What follows belongs to an exercise in optimizing a design on an open flow for small area, a short achievable clock period and few clock cycles; a production flow would make more cautious choices.
The RTL was checked by simulation tests, not by an equivalence proof against the original design.
Power and IR drop assume default switching activity.

==> flow/design.v (outline; a module is shown in full before it is edited, if it fits) <==
// module mm_system: 3746 lines
// module mm_fa: 10 lines
module mm_system #(
  parameter int max_dim = 10
) (
  input  logic          arm_clk,
  input  logic          rst,
  input  logic          start,
  input  mm_pkg::dim_t  dim_m,
  input  mm_pkg::dim_t  dim_n,
  input  mm_pkg::dim_t  dim_p,
  input  logic          fm_valid,
  input  mm_pkg::word_t fm_word,
  input  logic          wm_valid,
  input  mm_pkg::word_t wm_word,
  output logic          res_valid,
  output mm_pkg::acc_t  res_data,
  output logic          done
);
  // ...
==> flow/flow/run.sh <==
#!/bin/bash
set -euo pipefail
bash standard.sh SETUP_SLACK_MARGIN=6.6 CTS_CLUSTER_SIZE=25 CTS_CLUSTER_DIAMETER=80 \
  "BUFFER_PORTS_ARGS=-buffer_cell sky130_fd_sc_hd__buf_2" finish > standard.log 2>&1
==> flow/standard.sh <==
#!/bin/bash
# synth_recipe.tcl (not shown) runs the flow's synth.tcl, then flattens the netlist and writes it again
# the make line also repeats each setting of config.mk as NAME=value (left out here)
make -C /OpenROAD-flow-scripts/flow DESIGN_CONFIG=/design/flow/config.mk WORK_HOME=/design/flow/orfs CLKGATE_MAP_FILE= SYNTH_SCRIPT=/design/flow/synth_recipe.tcl "${@:-finish}"
==> flow/config.mk <==
export PLATFORM = sky130hd
export DESIGN_NAME = mm_system
export DESIGN_NICKNAME = mm_system
export VERILOG_FILES = /design/flow/design.v
export SDC_FILE = /design/flow/constraint.sdc
export NUM_CORES = 4
export LEC_CHECK = 0
export CAP_MARGIN = 20
export CORE_MARGIN = 2
export CORE_UTILIZATION = 40
export SLEW_MARGIN = 20
export SYNTH_HIERARCHICAL = 1
export SYNTH_MINIMUM_KEEP_SIZE = 0
==> flow/constraint.sdc <==
create_clock -name core_clock -period 10.0 [get_ports {arm_clk}]
set_input_delay 2.0000 -clock core_clock [delete_from_list [all_inputs] [get_ports {arm_clk}]]
set_output_delay 2.0000 -clock core_clock [all_outputs]
set_load 0.01 [all_outputs]
==> results.ini, run 1 <==
[pwr]
report.power.total_uw = 14500
power_leader = sequential cells
p_comb_uw = 320
pwr-share-comb_pct = 2.2
intPower_uw = 11400

[synthesis]
synth-seq-cells = 2078
synth_edf_count = 1634
netlist_area_um2 = 85200
async_flop_share_pct = 0.481
synth-main-ff-cell = edfxtp_1
synth_top_area_cell = edfxtp_1
netlist-cell-type-count = 57
yosys.area.top_type_share_pct = 57.6

[clock_tree]
cts_htree_levels = 3
clock_path_buffers = 3

[placed_design]
finalWeightedCongestion = 0.949
dp.cells = 7814

[status]
outcome = complete, no violations

[worst_setup_path]
r2r_setup_slack_ps = 6580
crit_buf_inv = 0
cp_slowest_cell = dfxtp_1

[route]
wl_met2_mm = 113
vias = 46800
routed.top_layer = met5
wirelength_met1_mm = 102
drt_iter0_markers = 5455

[global_route]
grtUsageMet1_pct = 31.4

[layout]
multi_input_area_share_pct = 27.8

[die]
io_pins = 151

[sta]
rsz0062_at_grt = false
min_period_ps = 3420

[worst_hold_path]
hold_depth = 0
min_from = rk0_1641$_DFF_P_

Testbench counts, summed over its fixed seeds: cycles 6,110.
==> inputs of run 2 (changes only) <==
==> flow/flow/run.sh (replaced) <==
#!/bin/bash
set -euo pipefail
bash standard.sh SETUP_SLACK_MARGIN=6.7 CTS_CLUSTER_SIZE=25 CTS_CLUSTER_DIAMETER=80 \
  "BUFFER_PORTS_ARGS=-buffer_cell sky130_fd_sc_hd__buf_2" finish > standard.log 2>&1
==> results.ini, run 2 <==
[worst_setup_path]
r2r-end = rk0_1681$_DFF_P_  ; was rk0_1708$_DFF_P_
cp.arrival_ps = 1350  ; was 4060 ps
cp_max_fo = 2  ; was 8
r2r_setup_slack_ps = 6680  ; was 6580 ps
critPathLaunchType = register  ; unchanged
reg2regPathDepth = 5  ; unchanged
crit_family = flip-flops  ; was adder cells
cp_slowest_cell = dfrtp_1  ; was dfxtp_1
path_class = register to output pin  ; was register to register
r2r-start = opw2[5]$_DFF_P_  ; was opw9[7]$_DFF_P_
path_cells = buf_6  ; was and2_1 > fa_1 > fa_1 > fa_1 > fa_1
crit_buf_inv = 1  ; was 0
endpoint_kind = output pin  ; was register
cp_data_required_time_ps = 8000  ; was 10650 ps
cp_slowest_stage_delay_ps = 430  ; was 1070 ps

[synthesis]
synth-main-ff-cell = edfxtp_1  ; unchanged
seq_area_frac_synth_pct = 68.1  ; unchanged
synth_top_area_cell = edfxtp_1  ; unchanged
syn_inst = 5218  ; unchanged
synthTopCellsByArea = edfxtp_1 (58%), fa_1 (14%), dfxtp_1 (10%)  ; unchanged
netlist-cell-type-count = 57  ; unchanged
netlist_area_um2 = 85200  ; unchanged
synth_edf_count = 1634  ; unchanged
synth.most_common_cell = edfxtp_1  ; unchanged
async_flop_share_pct = 0.481  ; unchanged
synth-seq-cells = 2078  ; unchanged
syn-num-nets = 5984  ; unchanged
avgSynthCellArea_um2 = 16.3  ; unchanged
yosys.area.top_type_share_pct = 57.6  ; unchanged
synthTopCellsByCount = edfxtp_1 (1634), nand2_1 (638), fa_1 (604)  ; unchanged
yosysWarnings = 11  ; unchanged

[layout]
final_common_cell = edfxtp_1  ; unchanged
finalNonFillerCells = 8010  ; was 8012
reg_top3 = fst: 800 flops, wst: 800 flops, res_q: 20 flops  ; unchanged
drive_above_1_share_pct = 7.47  ; was 6.96%
area_delta_synth_final_pct = 7.61  ; was 7.42%
fill_cells = 18700  ; about the same
nets = 5861  ; was 5864
layout_common_cells = edfxtp_1 (1634), nand2_1 (637), fa_1 (604)  ; unchanged

[status]
outcome = complete, no violations  ; unchanged

[die]
core_area_um2 = 212000  ; unchanged
die-area_um2 = 217000  ; unchanged
die_h_um = 465  ; unchanged
io_pins = 151  ; unchanged
die_w_um = 465  ; unchanged
num_rows = 169  ; unchanged
start_util_pct = 40.2  ; unchanged

[clock_tree]
clock_path_buffers = 3  ; unchanged
cts_buffers = 101  ; unchanged
cts.sinks = 2078  ; unchanged
cts.clk_slew.worst_paths_ps = 90  ; about the same
cts_htree_levels = 3  ; unchanged
root_buffer = clkbuf_16  ; unchanged
cts_tree = built  ; unchanged
hold_buffers = 0  ; unchanged
insertion_delay_ps = 790  ; was 810 ps

[route]
vias = 46900  ; was 46800
drt_iter0_markers = 5526  ; was 5455
firstDrtPassIters = 6  ; unchanged
avgViaCountPerCell = 5.85  ; was 5.84
routed_wl_mm = 245  ; was 241 mm
wire_per_inst_um = 30.5  ; was 30.1 um
postRouteAntennaNets = 0  ; unchanged
drcViolationCount = 0  ; unchanged

[sta]
min_period_over_period_pct = 33.5  ; was 34.2%
min_period_ps = 3350  ; was 3420 ps
setup_viol = 0  ; unchanged
max_freq_mhz = 299  ; was 293 MHz
fin_skew_ps = 28.8  ; was 46.3 ps
max_slew.worst_pin.slew_ps = 1110  ; was 1120 ps
hold_violations = 0  ; unchanged
drv_slew = 0  ; unchanged
max_slew_margin_pct = 25.8  ; was 25.2%
rsz0062_at_grt = true  ; was false
fin_setup_tns_ps = 0  ; unchanged

[global_route]
grt-ovfl-total = 0  ; unchanged
antenna_found_initial = 26  ; was 25
grt_max_degree = 59  ; was 56
grtUsageTotal_pct = 22.2  ; was 21.8%
grt_pass1_vias = 47000  ; was 46900
grt_pass1_wl_mm = 349  ; was 343 mm

[pwr]
intPower_uw = 11400  ; about the same
sequentialPowerShare_pct = 64.3  ; about the same
switching_power_uw = 3070  ; was 3050 uW
p_per_area_nw_per_um2 = 158  ; about the same
clkPwrFrac_pct = 33.5  ; about the same
pwr-share-comb_pct = 2.3  ; was 2.2%
report.power.total_uw = 14500  ; about the same
netSwitchingFraction_pct = 21.2  ; was 21.1%
p_leak_uw = 0.0288  ; about the same
peakVddDrop_mv = 0.170  ; was 0.179 mV

[placed_design]
dp.cells = 7811  ; was 7814
io_buffers = 114  ; unchanged
dp_hpwl_mm = 158  ; about the same
finalWeightedCongestion = 0.960  ; was 0.949

[worst_hold_path]
hold_depth = 0  ; unchanged
min_from = rk0_1642$_DFF_P_  ; was rk0_1641$_DFF_P_
hold_end = rd0_1964$_DFF_P_  ; was rd0_1963$_DFF_P_
min_path_type = register to register  ; unchanged

[run]
drv_cap = 0  ; unchanged

run 2: stage by stage:
stage,worst slack [ps],hold WS [ps],cell area [um^2],util (%)
2_1_floorplan,6700,310,85300,-
3_3_place_gp,5890,314,88200,41.7
3_5_place_dp,5850,312,88200,41.7
4_1_cts,6580,340,91500,43.2
5_1_grt,6600,350,91600,43.3
6_report,6650,340,91700,43.3
run 2: routing by layer:
metal,vias up,track usage (%),wire [um]
met5,-,0,119
met4,18,5.69,5840
met3,368,4.54,21900
met2,2296,34.9,114000
met1,24900,31.7,103000
li1,19300,-,-
run 2: timing repair:
item,4_1_cts,5_1_grt
setup buffers,1,1
gates resized for setup,22,33
pin swaps,1,2
setup endpoints to repair,32,61
run 2: worst max path at each step:
stage / depth (start not counted) / from / slack (ps) / endpoint
after global placement: 8 / wm_valid / 5890 / l1$_DFF_PP0_
after detailed placement: 8 / wm_valid / 5850 / l1$_DFF_PP0_
final: 1 / done$_DFF_PP0_ / 6650 / done
after CTS: 1 / done$_DFF_PP0_ / 6580 / done
after global routing: 1 / done$_DFF_PP0_ / 6600 / done
after floorplan: 3 / fm_valid / 6700 / fst[82][0]$_DFFE_PP_
run 2: final cells by class:
| type | instances | area (um^2) | share of cell area, % |
|---|---|---|---|
| sequential | 2078 | 58100 | 63.4 |
| multi-input combinational | 2675 | 25600 | 27.9 |
| tap | 2821 | 3530 | 3.85 |
| clock buffer | 163 | 2810 | 3.07 |
| timing repair buffer | 143 | 848 | 0.925 |
| clock inverter | 26 | 400 | 0.437 |
| inverter | 96 | 360 | 0.393 |
| antenna | 8 | 20.0 | 0.0218 |
run 2: power by group through the flow:
| stage | Clock (uW) | Combinational (uW) | Sequential, uW |
|---|---|---|---|
| after detailed placement | 0 | 328 | 9500 |
| after floorplan | 0 | 119 | 9500 |
| after global placement | 0 | 318 | 9500 |
| final | 4850 | 329 | 9300 |
| after global routing | 5220 | 348 | 9300 |
| after CTS | 4920 | 328 | 9300 |
run 2: cell families after synthesis:
kind of cell / synth area share, %
flip-flops: 68.1
AO/OA/AOI/OAI: 9.36
AND/OR/NAND/NOR: 5.07
adder cells (fa/ha/maj): 14.9
buffers and inverters: 2.12
XOR/XNOR: 0.247
multiplexers: 0.248
run 2: modules after synthesis, one instance, submodules excluded:
module | flip-flops and latches | cells
mm_fa | 0 | 1
mm_system | 2078 | 4615
==> inputs of run 3 (changes only) <==
==> flow/flow/run.sh (replaced) <==
#!/bin/bash
set -euo pipefail
bash standard.sh SETUP_SLACK_MARGIN=6.6 CTS_CLUSTER_SIZE=30 CTS_CLUSTER_DIAMETER=100 \
  "BUFFER_PORTS_ARGS=-buffer_cell sky130_fd_sc_hd__buf_2" finish > standard.log 2>&1
==> results.ini, run 3 <==
[global_route]
grt_pass1_wl_mm = 342  ; was 349 mm
grtUsageTotal_pct = 21.8  ; was 22.2%
grt_pass1_vias = 46500  ; was 47000
antenna_found_initial = 27  ; was 26
grt_max_degree = 56  ; was 59
grt-ovfl-total = 0  ; unchanged

[clock_tree]
insertion_delay_ps = 780  ; was 790 ps
hold_buffers = 0  ; unchanged
cts_buffers = 83  ; was 101
cts.sinks = 2078  ; unchanged
cts_htree_levels = 3  ; unchanged
cts_tree = built  ; unchanged
cts.clk_slew.worst_paths_ps = 110  ; was 90 ps
clock_path_buffers = 3  ; unchanged
root_buffer = clkbuf_16  ; unchanged

[sta]
setup_viol = 0  ; unchanged
min_period_over_period_pct = 34.0  ; was 33.5%
rsz0062_at_grt = false  ; was true
fin_setup_tns_ps = 0  ; unchanged
hold_violations = 0  ; unchanged
fin_skew_ps = 60.5  ; was 28.8 ps
max_freq_mhz = 294  ; was 299 MHz
min_period_ps = 3400  ; was 3350 ps
max_slew_margin_pct = 23.6  ; was 25.8%
drv_slew = 0  ; unchanged
max_slew.worst_pin.slew_ps = 1150  ; was 1110 ps

[route]
wire_per_inst_um = 30.1  ; was 30.5 um
drt_iter0_markers = 5458  ; was 5526
routed_wl_mm = 240  ; was 245 mm
avgViaCountPerCell = 5.83  ; was 5.85
postRouteAntennaNets = 0  ; unchanged
firstDrtPassIters = 10  ; was 6
vias = 46500  ; was 46900
drcViolationCount = 0  ; unchanged

[layout]
layout_common_cells = edfxtp_1 (1634), nand2_1 (637), fa_1 (604)  ; unchanged
reg_top3 = fst: 800 flops, wst: 800 flops, res_q: 20 flops  ; unchanged
area_delta_synth_final_pct = 6.71  ; was 7.61%
nets = 5845  ; was 5861
final_common_cell = edfxtp_1  ; unchanged
fill_cells = 18700  ; about the same
stdcell_area_um2 = 90900  ; was 91700 um^2
drive_above_1_share_pct = 6.31  ; was 7.47%

[status]
outcome = complete, no violations  ; unchanged

[synthesis]
synth_top_area_cell = edfxtp_1  ; unchanged
seq_area_frac_synth_pct = 68.1  ; unchanged
yosysWarnings = 11  ; unchanged
async_flop_share_pct = 0.481  ; unchanged
synth-main-ff-cell = edfxtp_1  ; unchanged
netlist-cell-type-count = 57  ; unchanged
synth-seq-cells = 2078  ; unchanged
synthTopCellsByCount = edfxtp_1 (1634), nand2_1 (638), fa_1 (604)  ; unchanged
synthTopCellsByArea = edfxtp_1 (58%), fa_1 (14%), dfxtp_1 (10%)  ; unchanged
synth.most_common_cell = edfxtp_1  ; unchanged
avgSynthCellArea_um2 = 16.3  ; unchanged
syn-num-nets = 5984  ; unchanged
syn_inst = 5218  ; unchanged
yosys.area.top_type_share_pct = 57.6  ; unchanged
netlist_area_um2 = 85200  ; unchanged
synth_edf_count = 1634  ; unchanged

[placed_design]
io_buffers = 114  ; unchanged
dp_hpwl_mm = 158  ; about the same
finalWeightedCongestion = 0.949  ; was 0.960
place_area_um2 = 88200  ; about the same

[worst_setup_path]
cp.arrival_ps = 4020  ; was 1350 ps
cp_data_required_time_ps = 10620  ; was 8000 ps
path_class = register to register  ; was register to output pin
cp_max_fo = 8  ; was 2
endpoint_kind = register  ; was output pin
critPathLaunchType = register  ; unchanged

[pwr]
p_per_area_nw_per_um2 = 154  ; was 158 nW/um^2
peakVddDrop_mv = 0.172  ; was 0.170 mV
p_leak_uw = 0.0285  ; was 0.0288 uW

[die]
start_util_pct = 40.2  ; unchanged
die_w_um = 465  ; unchanged
io_pins = 151  ; unchanged
num_rows = 169  ; unchanged
die_h_um = 465  ; unchanged
die-area_um2 = 217000  ; unchanged
core_area_um2 = 212000  ; unchanged

[run]
drv_cap = 0  ; unchanged

[worst_hold_path]
min_path_type = register to register  ; unchanged

run 3: per-stage QoR:
step                      cells  power, uW  hold WS (ps)  util (%)  setup slack, ps
final                      7978      14000           336      42.9             6600
after global routing       7971      14400           347      42.9             6610
after CTS                  7968      14100           334      42.9             6580
after detailed placement   7814       9820           313      41.6             5380
after global placement     7814       9800           314      41.6             5440
after floorplan            5218       9620           310         -             6650
run 3: logic make-up (layout without fill, tap and decap cells):
kind of cell | Yosys count | count (layout) | share of synthesized area, %
XOR/XNOR | 24 | 24 | 0.247
AND/OR/NAND/NOR | 965 | 965 | 5.07
buffers and inverters | 465 | 394 | 2.12
other | 0 | 10 | 0
adder cells (fa/ha/maj) | 649 | 649 | 14.9
AO/OA/AOI/OAI | 1016 | 1016 | 9.36
flip-flops | 2078 | 2078 | 68.1
multiplexers | 21 | 21 | 0.248
run 3: routing by layer:
metal | up-vias | share of wire [%] | GRT usage (%)
met5 | - | 0.052 | 0
met4 | 20 | 2.4 | 5.45
met3 | 303 | 8.7 | 3.59
met2 | 2301 | 47 | 34.5
met1 | 24600 | 42 | 31.4
li1 | 19200 | - | -
run 3: worst max-delay path, stage by stage, from the launching register on:
cell,delay (ps)
dfxtp_1,910
nand2_1,220
fa_1,540
fa_1,600
fa_1,460
fa_1,510
run 3: cell type report:
class / count / area (um^2) / share of cell area (%)
repair buffers: 145 / 806 / 0.886
diodes: 10 / 25.0 / 0.0275
clock buffers: 136 / 2280 / 2.50
clock inverters: 17 / 359 / 0.395
multi-input cells: 2675 / 25500 / 28.0
flip-flops and latches: 2078 / 58100 / 63.9
inverters: 96 / 362 / 0.398
well taps: 2821 / 3530 / 3.88
run 3: power breakdown:
group	switching, uW	internal [uW]	leakage (uW)	total (uW)
combinational	255	64.2	0.00886	319
sequential	8.88	9290	0.0184	9300
clock	2680	1690	0.00124	4370
run 3: worst paths after layout:
path                             startpoint          endpoint  slack (ps)  depth (start not counted)
hold reg to reg            rk0_1645$_DFF_P_  rd0_1967$_DFF_P_         340                          0
hold / removal             rk0_1645$_DFF_P_  rd0_1967$_DFF_P_         340                          0
setup reg to reg            opw2[6]$_DFF_P_  rk0_1692$_DFF_P_        6600                          5
min in group asynchronous               rst      v2$_DFF_PP0_        1190                          2
max in group asynchronous               rst  busy$_DFFE_PP0P_        8560                          2
setup / recovery            opw2[6]$_DFF_P_  rk0_1692$_DFF_P_        6600                          5
run 3: timing repair:
item	4_1_cts	5_1_grt
resized for setup	2	10
setup buffers	1	0
pin swaps	1	0
setup endpoints to repair	39	46
run 3: per-module statistics from Yosys (local to each module, per instance):
module	cells inside	copies in the design
mm_system	4615	1
mm_fa	1	603

afterwards: timing with drivers on the ports:
The flow's constraints put no driver on any port. The routed layouts listed below were extracted and timed again, unchanged, in two steps.
Step 1 (the two cells are an assumption about what drives the block):
set clk [get_ports {arm_clk}]
set_driving_cell -lib_cell sky130_fd_sc_hd__clkbuf_16 $clk
set_driving_cell -lib_cell sky130_fd_sc_hd__buf_2 [delete_from_list [all_inputs] $clk]
Step 2 also shifts input and output timing later by t, the mid clock arrival at the registers, as if the neighbouring blocks saw the same clock.
a / b / c = no drivers / after step 1 / after step 2; a / b = the first two.
run | t, ns | setup slack, ns | worst hold slack (ns) | clock arrival spread, ns | slew at the worst register clock pin (ns)
run 1 | 0.865 | 6.584 / 6.580 / 5.947 | 0.335 / 0.335 / 0.335 | 0.058 / 0.058 | 0.10 / 0.10
run 2 | 0.873 | 6.652 / 6.561 / 6.079 | 0.340 / 0.340 / 0.340 | 0.039 / 0.039 | 0.10 / 0.10
run 3 | 0.836 | 6.602 / 6.602 / 5.937 | 0.336 / 0.336 / 0.336 | 0.077 / 0.077 | 0.12 / 0.12
After both steps setup and hold are still met in every run listed. The setup slack of run 3, which loses most, moves by 0.000 ns with the drivers and by -0.665 ns with both steps.
